This is an optimization exercise on Yosys and OpenROAD, whose aim is small area, a short achievable clock period and few clock cycles per item, not a production implementation.
For this run, only the layout was checked, not whether the RTL still works.

**flow/design.v**
```verilog
`default_nettype none
package art_pkg;
   localparam int OP_W        = 2;
   localparam int SEQ_W       = 16;
   localparam int KIND_W      = 4;
   localparam int SLOT_W      = 4;
   localparam int RETRY_W     = 8;
   localparam int AGE_W       = 16;
   localparam int CSR_INDEX_W = 4;
   localparam int CSR_DATA_W  = 16;
   localparam int SLOTS_DEFAULT = 16;
   localparam logic [OP_W-1:0] OP_SEND    = 2'd0;
   localparam logic [OP_W-1:0] OP_CONFIRM = 2'd1;
   localparam logic [OP_W-1:0] OP_TICK    = 2'd2;
   localparam logic [OP_W-1:0] OP_UNUSED  = 2'd3;
   localparam logic [KIND_W-1:0] KIND_ACCEPTED   = 4'd0;
   localparam logic [KIND_W-1:0] KIND_FULL       = 4'd1;
   localparam logic [KIND_W-1:0] KIND_CONFIRMED  = 4'd2;
   localparam logic [KIND_W-1:0] KIND_UNMATCHED  = 4'd3;
   localparam logic [KIND_W-1:0] KIND_RETRANSMIT = 4'd4;
   localparam logic [KIND_W-1:0] KIND_BYE_DONE   = 4'd5;
   localparam logic [KIND_W-1:0] KIND_BYE_FAILED = 4'd6;
   localparam logic [KIND_W-1:0] KIND_SCAN_DONE  = 4'd7;
   localparam logic [KIND_W-1:0] KIND_HALTED     = 4'd8;
   localparam logic [CSR_INDEX_W-1:0] CSR_TIMEOUT_TICKS = 4'd0;
   localparam logic [CSR_INDEX_W-1:0] CSR_MAX_RETRIES   = 4'd1;
   localparam logic [AGE_W-1:0]       TIMEOUT_RESET     = 16'd250;
   localparam logic [RETRY_W-1:0]     MAX_RETRIES_RESET = 8'd3;
   typedef struct packed {
      logic [KIND_W-1:0]  kind;
      logic [SLOT_W-1:0]  slot;
      logic [SEQ_W-1:0]   seq_out;
      logic [RETRY_W-1:0] retry_count;
      logic               last;
   } result_type;
endpackage
`default_nettype wire
`default_nettype none
module ack_retransmit_tracker #(
   parameter int SLOTS = art_pkg::SLOTS_DEFAULT
) (
   input  wire logic                   clock,
   input  wire logic                   reset,
   input  wire logic                   req_valid,
   output wire logic                   req_ready,
   input  wire logic [art_pkg::OP_W-1:0]        req_op,
   input  wire logic [art_pkg::SEQ_W-1:0]       req_seq,
   input  wire logic                   req_is_bye,
   output wire logic                   rsp_valid,
   input  wire logic                   rsp_ready,
   output wire logic [art_pkg::KIND_W-1:0]      rsp_kind,
   output wire logic [art_pkg::SLOT_W-1:0]      rsp_slot,
   output wire logic [art_pkg::SEQ_W-1:0]       rsp_seq_out,
   output wire logic [art_pkg::RETRY_W-1:0]     rsp_retry_count,
   output wire logic                   rsp_last,
   input  wire logic                   csr_valid,
   output wire logic                   csr_ready,
   input  wire logic [art_pkg::CSR_INDEX_W-1:0] csr_index,
   input  wire logic [art_pkg::CSR_DATA_W-1:0]  csr_data
);
   localparam int IW = (SLOTS > 1) ? $clog2(SLOTS) : 1;
   localparam int SW = art_pkg::SEQ_W;
   localparam int AW = art_pkg::AGE_W;
   localparam int RW = art_pkg::RETRY_W;
   localparam int KW = art_pkg::KIND_W;
   localparam int GW = AW + 1;           
   function automatic logic [SLOTS-1:0] lowest(input logic [SLOTS-1:0] v);
      logic seen;
      seen = 1'b0;
      for (int i = 0; i < SLOTS; i++) begin
         lowest[i] = v[i] && !seen;
         seen      = seen || v[i];
      end
   endfunction
   function automatic logic [IW-1:0] enc(input logic [SLOTS-1:0] oh);
      enc = '0;
      for (int i = 0; i < SLOTS; i++) if (oh[i]) enc = enc | IW'(i);
   endfunction
   function automatic logic geq(input logic [AW-1:0] a, input logic [AW-1:0] b);
      logic [AW-1:0] g, e;
      for (int i = 0; i < AW; i++) begin
         g[i] = a[i] && !b[i];
         e[i] = !(a[i] ^ b[i]);
      end
      for (int w = 1; w < AW; w = w * 2) begin
         for (int i = 0; i + w < AW; i = i + 2 * w) begin
            g[i] = g[i + w] || (e[i + w] && g[i]);
            e[i] = e[i + w] && e[i];
         end
      end
      geq = g[0] || e[0];
   endfunction
   function automatic logic geq_r(input logic [RW-1:0] a, input logic [RW-1:0] b);
      logic [RW-1:0] g, e;
      for (int i = 0; i < RW; i++) begin
         g[i] = a[i] && !b[i];
         e[i] = !(a[i] ^ b[i]);
      end
      for (int w = 1; w < RW; w = w * 2) begin
         for (int i = 0; i + w < RW; i = i + 2 * w) begin
            g[i] = g[i + w] || (e[i + w] && g[i]);
            e[i] = e[i + w] && e[i];
         end
      end
      geq_r = g[0] || e[0];
   endfunction
   logic               rq_v, sk_v;
   logic [art_pkg::OP_W-1:0] rq_op, sk_op;
   logic [SW-1:0]      rq_seq, sk_seq;
   logic               rq_bye, sk_bye;
   logic [RW-1:0]      max_ff;         
   logic [RW-1:0]      mm1_ff;         
   logic               mz_ff;          
   logic               d0_ff;          
   logic [GW-1:0]      g_ff;
   logic [GW-1:0]      tp_ff;
   logic               fix_ff;         
   logic               chk_ff;         
   logic               wk_ff;          
   logic               wk1_ff;         
   logic [SLOTS-1:0]   pend_ff, byef_ff;    
   logic [SLOTS-1:0]   due_ff, old_ff, exh_ff;
   logic [SW-1:0]      seq_ff [SLOTS];
   logic [GW-1:0]      stp_ff [SLOTS];
   logic [RW-1:0]      ret_ff [SLOTS];
   logic               halted_ff;
   logic               tk_ff;
   logic [SLOTS-1:0]   rm_ff;          
   logic               fbye_ff, fdone_ff;
   logic [IW-1:0]      fidx_ff;        
   logic               d1_v;
   logic [KW-1:0]      d1_kind;
   logic [SLOTS-1:0]   d1_sel;
   logic               d1_last, d1_inc, d1_rq;
   logic [SW-1:0]      d1_seq;
   logic               rsp_valid_ff;
   art_pkg::result_type rsp_ff;
   logic [GW-1:0]    cref;
   logic [SLOTS-1:0] ge;
   always_comb begin
      cref = chk_ff ? {!g_ff[GW-1], g_ff[GW-2:0]} : tp_ff;
      for (int i = 0; i < SLOTS; i++) begin
         ge[i] = (cref[GW-1] ^ stp_ff[i][GW-1]) ^ geq(cref[GW-2:0], stp_ff[i][GW-2:0]);
      end
   end
   logic [SLOTS-1:0] eqr_ff;
   logic [SLOTS-1:0] rc, bh, eq, nobye;
   always_comb begin
      for (int i = 0; i < SLOTS; i++) begin
         rc[i] = pend_ff[i] && due_ff[i] && !exh_ff[i];
         bh[i] = byef_ff[i] && (!pend_ff[i] || exh_ff[i]);
         eq[i] = pend_ff[i] && eqr_ff[i];
      end
      nobye[0] = !bh[0];
      for (int i = 1; i < SLOTS; i++) nobye[i] = nobye[i-1] && !bh[i];
   end
   logic [SLOTS-1:0] f_free, f_match, f_tick, f_bye, f_rm, rmask;
   assign f_free  = lowest(~pend_ff);
   assign f_match = lowest(eq);
   assign f_tick  = lowest(rc | bh);
   assign f_bye   = lowest(bh);
   assign f_rm    = lowest(rm_ff);
   assign rmask   = rc & nobye;
   logic tk_retx, tk_bye, rm_nz;
   assign tk_retx = rmask != '0;
   assign tk_bye  = (f_tick & bh) != '0;
   assign rm_nz   = rm_ff != '0;
   logic [KW-1:0]    n_kind;
   logic [SLOTS-1:0] n_sel;
   logic             n_last, n_inc, n_rq;
   always_comb begin
      n_kind = art_pkg::KIND_SCAN_DONE;
      n_sel  = '0;
      n_last = 1'b1;
      n_inc  = 1'b0;
      n_rq   = 1'b0;
      if (tk_ff) begin
         if (rm_nz) begin
            n_kind = art_pkg::KIND_RETRANSMIT;
            n_sel  = f_rm;
            n_last = 1'b0;
            n_inc  = 1'b1;
         end else if (fbye_ff) begin
            n_kind = fdone_ff ? art_pkg::KIND_BYE_DONE : art_pkg::KIND_BYE_FAILED;
            n_sel  = SLOTS'(1) << fidx_ff;
         end
      end else if (wk_ff) begin
         n_sel = f_rm;
      end else if (halted_ff) begin
         n_kind = art_pkg::KIND_HALTED;
      end else begin
         unique case (rq_op)
            art_pkg::OP_SEND: begin
               n_kind = (f_free != '0) ? art_pkg::KIND_ACCEPTED : art_pkg::KIND_FULL;
               n_sel  = f_free;
               n_rq   = 1'b1;
            end
            art_pkg::OP_CONFIRM: begin
               n_kind = (f_match != '0) ? art_pkg::KIND_CONFIRMED : art_pkg::KIND_UNMATCHED;
               n_sel  = f_match;
               n_rq   = 1'b1;
            end
            default: begin
               n_sel = f_tick;
               if (tk_retx) begin
                  n_kind = art_pkg::KIND_RETRANSMIT;
                  n_last = 1'b0;
                  n_inc  = 1'b1;
               end else if (tk_bye) begin
                  n_kind = ((f_tick & ~pend_ff) != '0) ? art_pkg::KIND_BYE_DONE
                                                       : art_pkg::KIND_BYE_FAILED;
               end
            end
         endcase
      end
   end
   logic rsp_free, s2_go, s1_free, busy, go;
   logic emit1, consume, tk_start, send_we, conf_we;
   assign rsp_free = !rsp_valid_ff || rsp_ready;
   assign s2_go    = d1_v && rsp_free;
   assign s1_free  = !d1_v || rsp_free;
   assign busy     = fix_ff || chk_ff || wk_ff || wk1_ff;
   assign go       = rq_v && s1_free && !busy && !tk_ff;
   always_comb begin
      emit1    = 1'b0;
      consume  = 1'b0;
      tk_start = 1'b0;
      send_we  = 1'b0;
      conf_we  = 1'b0;
      if (tk_ff) begin
         emit1   = s1_free;
      end else if (go) begin
         emit1   = halted_ff || (rq_op != art_pkg::OP_UNUSED);
         consume = 1'b1;
         if (!halted_ff) begin
            send_we  = (rq_op == art_pkg::OP_SEND) && (f_free != '0);
            conf_we  = (rq_op == art_pkg::OP_CONFIRM) && (f_match != '0);
            tk_start = (rq_op == art_pkg::OP_TICK);
         end
      end
   end
   assign req_ready = !sk_v;
   assign csr_ready = !reset;
   logic accept;
   assign accept = req_valid && !sk_v;
   logic csr_to, csr_mx;
   assign csr_to = csr_valid && (csr_index == art_pkg::CSR_TIMEOUT_TICKS);
   assign csr_mx = csr_valid && (csr_index == art_pkg::CSR_MAX_RETRIES);
   logic [GW-1:0] g_next;
   assign g_next = tk_start ? g_ff + GW'(1) : g_ff;
   logic [SW-1:0]    sel_seq;
   logic [RW-1:0]    sel_ret;
   always_comb begin
      sel_seq = '0;
      sel_ret = '0;
      for (int i = 0; i < SLOTS; i++) begin
         if (d1_sel[i]) begin
            sel_seq = sel_seq | seq_ff[i];
            sel_ret = sel_ret | ret_ff[i];
         end
      end
   end
   logic [RW-1:0]    ret_inc;
   logic             wb;              
   logic [RW-1:0]    ret_bus;
   logic             exh_bus;
   assign ret_inc = sel_ret + RW'(1);
   assign wb      = s2_go && d1_inc;
   assign ret_bus = send_we ? '0 : ret_inc;
   assign exh_bus = send_we ? mz_ff : (wk1_ff ? geq_r(sel_ret, max_ff) : (sel_ret == mm1_ff));
   always_ff @(posedge clock) begin
      if (reset) begin
         rq_v         <= 1'b0;
         sk_v         <= 1'b0;
         d1_v         <= 1'b0;
         rsp_valid_ff <= 1'b0;
         tk_ff        <= 1'b0;
         halted_ff    <= 1'b0;
         pend_ff      <= '0;
         byef_ff      <= '0;
         max_ff       <= art_pkg::MAX_RETRIES_RESET;
         mm1_ff       <= art_pkg::MAX_RETRIES_RESET - RW'(1);
         mz_ff        <= 1'b0;
         d0_ff        <= 1'b0;
         g_ff         <= '0;
         tp_ff        <= GW'(1) - GW'(art_pkg::TIMEOUT_RESET - AW'(1));
         fix_ff       <= 1'b0;
         chk_ff       <= 1'b0;
         wk_ff        <= 1'b0;
         wk1_ff       <= 1'b0;
      end else begin
         if (!rq_v || consume) begin
            rq_v <= sk_v || accept;
            sk_v <= 1'b0;
         end else if (accept) begin
            sk_v <= 1'b1;
         end
         if (emit1)      d1_v <= 1'b1;
         else if (s2_go) d1_v <= 1'b0;
         if (s2_go)          rsp_valid_ff <= 1'b1;
         else if (rsp_ready) rsp_valid_ff <= 1'b0;
         if (csr_to) begin
            tp_ff  <= {1'b1, ~csr_data};    
            d0_ff  <= (csr_data <= AW'(1));
            chk_ff <= 1'b1;
            fix_ff <= 1'b1;
         end else if (chk_ff) begin
            chk_ff <= 1'b0;
            if (fix_ff) tp_ff <= tp_ff + g_ff + GW'(2);    
         end else if (fix_ff) begin
            fix_ff <= 1'b0;
            tp_ff  <= tp_ff + GW'(1);
         end else if (tk_start) begin
            tp_ff  <= tp_ff + GW'(1);
            if (g_ff[AW-1:0] == '1) chk_ff <= 1'b1;
         end
         if (csr_mx) begin
            max_ff <= csr_data[RW-1:0];
            mm1_ff <= csr_data[RW-1:0] - RW'(1);
            mz_ff  <= (csr_data[RW-1:0] == '0);
         end
         g_ff <= g_next;
         if (csr_mx) begin
            wk_ff <= (pend_ff != '0);
         end else if (wk_ff && (rm_ff & ~f_rm) == '0) begin
            wk_ff <= 1'b0;
         end
         wk1_ff <= wk_ff && !csr_mx;
         if (tk_start) begin
            tk_ff <= tk_retx;
            if (bh != '0) halted_ff <= 1'b1;
         end else if (tk_ff && emit1 && !rm_nz) begin
            tk_ff <= 1'b0;
         end
         for (int i = 0; i < SLOTS; i++) begin
            if (send_we && f_free[i]) begin
               pend_ff[i] <= 1'b1;
               byef_ff[i] <= rq_bye;
            end
            if (conf_we && f_match[i]) pend_ff[i] <= 1'b0;
         end
      end
   end
   logic [SW-1:0] rqn_seq;
   assign rqn_seq = (!rq_v || consume) ? (sk_v ? sk_seq : req_seq) : rq_seq;
   always_ff @(posedge clock) begin
      for (int i = 0; i < SLOTS; i++) begin
         eqr_ff[i] <= (send_we && f_free[i]) ? (rq_seq == rqn_seq) : (seq_ff[i] == rqn_seq);
      end
      if (!rq_v || consume) begin
         if (sk_v) begin
            rq_op  <= sk_op;
            rq_seq <= sk_seq;
            rq_bye <= sk_bye;
         end else begin
            rq_op  <= req_op;
            rq_seq <= req_seq;
            rq_bye <= req_is_bye;
         end
      end
      if (!sk_v) begin
         sk_op  <= req_op;
         sk_seq <= req_seq;
         sk_bye <= req_is_bye;
      end
      if (emit1 || wk_ff) begin
         d1_kind <= n_kind;
         d1_sel  <= n_sel;
         d1_last <= n_last;
         d1_inc  <= n_inc;
         d1_rq   <= n_rq;
         d1_seq  <= rq_seq;
      end
      if (s2_go) begin
         rsp_ff.kind        <= d1_kind;
         rsp_ff.slot        <= enc(d1_sel);
         rsp_ff.seq_out     <= d1_rq ? d1_seq : sel_seq;
         rsp_ff.retry_count <= d1_inc ? ret_inc : sel_ret;
         rsp_ff.last        <= d1_last;
      end
      if (csr_mx) begin
         rm_ff <= pend_ff;
      end else if (tk_start) begin
         rm_ff    <= rmask & ~f_tick;
         fbye_ff  <= (bh != '0);
         fidx_ff  <= enc(f_bye);
         fdone_ff <= ((f_bye & ~pend_ff) != '0);
      end else if ((tk_ff && emit1) || wk_ff) begin
         rm_ff <= rm_ff & ~f_rm;
      end
      for (int i = 0; i < SLOTS; i++) begin
         if (send_we && f_free[i]) seq_ff[i] <= rq_seq;
         if ((send_we && f_free[i]) || (tk_start && rmask[i])) stp_ff[i] <= g_next;
         if ((send_we && f_free[i]) || (wb && d1_sel[i]))      ret_ff[i] <= ret_bus;
         if ((send_we && f_free[i]) || ((wb || wk1_ff) && d1_sel[i])) exh_ff[i] <= exh_bus;
         if ((send_we && f_free[i]) || (tk_start && rmask[i])) begin
            due_ff[i] <= d0_ff;
            old_ff[i] <= 1'b0;
         end else begin
            if (tk_start) due_ff[i] <= due_ff[i] || ge[i];
            if (fix_ff && !chk_ff) due_ff[i] <= d0_ff || old_ff[i] || ge[i];
            if (chk_ff && pend_ff[i] && ge[i]) old_ff[i] <= 1'b1;
         end
      end
   end
   assign rsp_valid       = rsp_valid_ff;
   assign rsp_kind        = rsp_ff.kind;
   assign rsp_slot        = rsp_ff.slot;
   assign rsp_seq_out     = rsp_ff.seq_out;
   assign rsp_retry_count = rsp_ff.retry_count;
   assign rsp_last        = rsp_ff.last;
endmodule
`default_nettype wire
```
**flow/run.sh**
```bash
#!/bin/bash
# synth_recipe.tcl (not shown) runs the flow's synth.tcl, then flattens the netlist and writes it again
# the make line also repeats each setting of config.mk as NAME=value (left out here)
make -C /OpenROAD-flow-scripts/flow DESIGN_CONFIG=/design/flow/config.mk WORK_HOME=/design/flow/orfs CLKGATE_MAP_FILE= SYNTH_SCRIPT=/design/flow/synth_recipe.tcl finish
```
**flow/config.mk**
```make
export PLATFORM = sky130hd
export DESIGN_NAME = ack_retransmit_tracker
export DESIGN_NICKNAME = ack_retransmit_tracker
export VERILOG_FILES = /design/flow/design.v
export SDC_FILE = /design/flow/constraint.sdc
export NUM_CORES = 4
export LEC_CHECK = 0
export CAP_MARGIN = 20
export CORE_MARGIN = 2
export CORE_UTILIZATION = 40
export CTS_BUF_LIST = sky130_fd_sc_hd__clkbuf_8
export CTS_CLUSTER_DIAMETER = 50
export CTS_CLUSTER_SIZE = 20
export PLACE_DENSITY = 0.5
export SETUP_SLACK_MARGIN = 3.5
export SLEW_MARGIN = 20
```
**flow/constraint.sdc**
```tcl
create_clock -name core_clock -period 7.0 [get_ports {clock}]
set_input_delay 1.4000 -clock core_clock [delete_from_list [all_inputs] [get_ports {clock}]]
set_output_delay 1.4000 -clock core_clock [all_outputs]
set_load 0.01 [all_outputs]
```
==> results.toml <==
[clock_tree]
htree_levels = 3
cts.sinks = 946
numCtsBuffers = 119
cts_buffer_depth = 3
cts.clk_slew.worst_paths_ns = 0.08
clock_latency_ns = 0.89
cts_tree = "done"
cts_root_buf = "clkbuf_8"

[critical_path]
worst_setup_path_end_kind = "flip-flop"
cp_data_arrival_time_ns = 4.09
required_ns = 7.58
critPathKind = "reg -> reg"
cp-start-kind = "flip-flop"
crit_fanout = 12

[sta]
min_period_ns = 3.51
finalHoldWorstSlack_ns = 0.437
setup_slack_ns = 3.49
fin_setup_tns_ns = 0
final_hold_viol_count = 0
rsz0062_at_grt = "yes"
slew-limit-headroom_pct = 28.6
finalMaxSlewViolations = 0
max_freq_mhz = 285
post-route-period-util_pct = 50.1
fin_worst_skew_ns = 0.0519
worst_pin_slew_ns = 1.07
setup_viol = 0

[global_routing]
grt_pass1_wl_mm = 254
grt_max_degree = 67
grt_pass1_vias = 34200
gr-total-overflow = 0
grt_usage_pct = 29.2
antenna_found_initial = 7

[power_and_ir_drop]
p_seq_share_pct = 50.4
internal_power_uw = 8980
p_clk_share_pct = 38.8
p_switching_uw = 3520
power_density_nw_per_um2 = 222
power.share.combinational_pct = 10.8
p_leak_uw = 0.0222
power_uw = 12500
irDropWorstVdd_mv = 0.168
netSwitchingFraction_pct = 28.1

[final_layout]
drive_above_1_share_pct = 15.2
fin_cells = 6048
num-fill-cells = 10800
syn_to_final_growth_pct = 18.0
nets = 4750

[floorplan]
coreArea_sq_um = 118000
pin_count = 80
fp-row-count = 126
die_x_um = 349
die_y_um = 349
initial_core_util_pct = 40.4
die_area_sq_um = 122000

[synth]
yosysTopAreaCell = "edfxtp_1"
yosys.area.top_type_share_pct = 49.4
syn_area_sq_um = 47700
synth-seq-cells = 946
synth_nets = 4489
synth_edf_count = 785
netlist_instances = 4143
ys.flop_type = "edfxtp_1"
async_flop_share_pct = 0
synth_cell_types = 91
yosysWarnings = 4
ys_seq_area_share_pct = 56.2
ys_top_cells_by_area = "edfxtp_1, ha_1, dfxtp_1, xor2_1, inv_1"
syn_area_per_cell_sq_um = 11.5

[place]
place_hpwl_mm = 121
pre_cts_ws_ns = 1.56
numPortBuffers = 79
dp.cells = 5690
place_congestion = 0.957

[detailed_routing]
drc = 0
wl_mm = 181
ant_nets = 0
vias = 35700
drtPass1Iterations = 19
viasPerCell = 5.90
drtIter0Drc = 4181
routedWlPerCell_um = 30.0

[run_status]
status = "finished clean"

[hold_path]
hp-class = "reg -> reg"

[run]
cap_violations = 0
[worst paths after layout]
path,cells after the start,start,slack (ns),end
setup / recovery,9,pend_ff[4],3.49,d1_kind[0]
hold / removal,0,d1_kind[3],0.44,rsp_ff[32]
setup reg to reg,9,pend_ff[4],3.49,d1_kind[0]
hold reg to reg,0,d1_kind[3],0.44,rsp_ff[32]
[critical path, cell delays in order, from the launching register on]
cell and delay (ns):
dfxtp_2 0.54, inv_1 0.23, or3_1 0.48, nand4_1 0.26, nor3_1 0.12, a41oi_1 0.18
o2111ai_1 0.22, a221oi_1 0.64, a21boi_1 0.40, o41ai_1 0.13
[cells by family after synthesis]
kind of cell             Yosys count  synth area share (%)
multiplexers                      45                  1.00
AND/OR/NAND/NOR                 1075                  11.3
buffers and inverters            549                  4.48
AO/OA/AOI/OAI                    857                  12.3
flip-flops                       946                  56.2
XOR/XNOR                         365                  6.70
adder cells (fa/ha/maj)          306                  8.02
[cell type report]
cell class | count | area [sq um] | area share, %
Inverter | 373 | 1450 | 2.57
Timing Repair Buffer | 314 | 3170 | 5.63
Clock buffer | 126 | 1730 | 3.08
Timing Repair inverter | 2 | 12.5 | 0.0222
Tap cell | 1536 | 1920 | 3.41
Clock inverter | 100 | 1140 | 2.02
Antenna cell | 3 | 7.51 | 0.0133
Multi-Input combinational cell | 2648 | 20000 | 35.6
Sequential cell | 946 | 26800 | 47.6
[power by group through the flow]
| stage | registers, uW | clock network [uW] | logic [uW] |
|---|---|---|---|
| 2_1_floorplan | 6400 | 0 | 641 |
| 3_3_place_gp | 6440 | 0 | 1130 |
| 3_5_place_dp | 6440 | 0 | 1140 |
| 4_1_cts | 6300 | 4930 | 1260 |
| 5_1_grt | 6320 | 5140 | 1420 |
| 6_report | 6310 | 4850 | 1350 |
[registers in the layout, summed over array words and instances (netlist names), 4 cells and up]
signal	flops
pend_ff	16
tp_ff	17
old_ff	16
eqr_ff	16
d1_kind	4
fidx_ff	4
rsp_ff	33
g_ff	17
due_ff	16
d1_seq	16
d1_sel	16
seq_ff	256
byef_ff	16
ret_ff	128
sk_seq	16
max_ff	8
exh_ff	16
rq_seq	16
stp_ff	272
rm_ff	16
mm1_ff	8
[Yosys cell counts, drive strengths merged, types with 8 or more instances]
library cell	number
a211oi	21
or2	12
nor2b	30
a22o	47
clkbuf	124
o21a	55
o22a	9
nand2	305
o22ai	17
edfxtp	785
nand2b	37
nor2	201
xor2	287
xnor2	78
o211ai	14
o31ai	12
ha	301
a31oi	35
or3	38
nor4	49
nor3	84
and2	22
nand3b	16
o21ai	160
nand3	97
a22oi	115
mux2i	22
inv	373
a221oi	47
nand4	131
a21boi	10
a21o	42
o221ai	11
dfxtp	161
a2111oi	8
and3	18
mux2	23
a21oi	184
or4	9
buf	52
nor3b	10
[timing repair]
action,in CTS,in global routing
hold buffers,0,0
buffers inserted,82,38
pin swaps,27,33
endpoints found under the setup margin,934,398
gates cloned,3,6
gates resized for setup,135,77
[cells in the final DEF (no fill, tap or decap), types with 113 or more instances in the layout]
cell type / count
dfxtp_1: 153
xor2_1: 272
a21oi_1: 179
nor2_1: 176
ha_1: 301
a22oi_1: 113
inv_1: 370
nand4_1: 129
edfxtp_1: 785
clkbuf_8: 126
nand2_1: 289
o21ai_0: 133
buf_4: 176
[metrics by stage]
stage | area [sq um] | utilization [%]
detailed placement | 51000 | 43.2
global route | 56300 | 47.7
finish | 56300 | 47.7
floorplan | 47900 | -
CTS | 55400 | 46.9
global placement | 51000 | 43.2
[metal layers]
metal  vias to the layer above  share of wire (%)  GRT usage [%]
met4                         2                4.0           10.7
met1                     17800                 43           40.8
met5                         -             0.0072              0
met3                       366                7.6           4.33
met2                      1705                 45           45.9
li1                      15800                  -              -

## what the ideal ports hide
No port has a modelled driver above. Below, the same layout with a new extraction and two added sets of constraints.
Step 1 assumes that a clkbuf_16 drives the clock port and a buf_2 every other input.
Step 2 moves the port delays by t, midway between the first and last clock arrival at a register: inputs arrive t later, outputs are due t later. That takes back most of the time a late clock gives input paths.
Slacks: ideal ports / drivers / drivers and shift; pairs: ideal ports / drivers.
shift t [ns]: 0.936
setup WS [ns]: 3.491 / 3.491 / 2.618
hold WS [ns]: 0.437 / 0.437 / 0.437
worst setup path after step 2: input to register
clock arrival spread, ns: 0.060 / 0.060
After both steps setup and hold are still met in this run. The setup slack of this run moves by 0.000 ns with the drivers and by -0.873 ns with both steps.
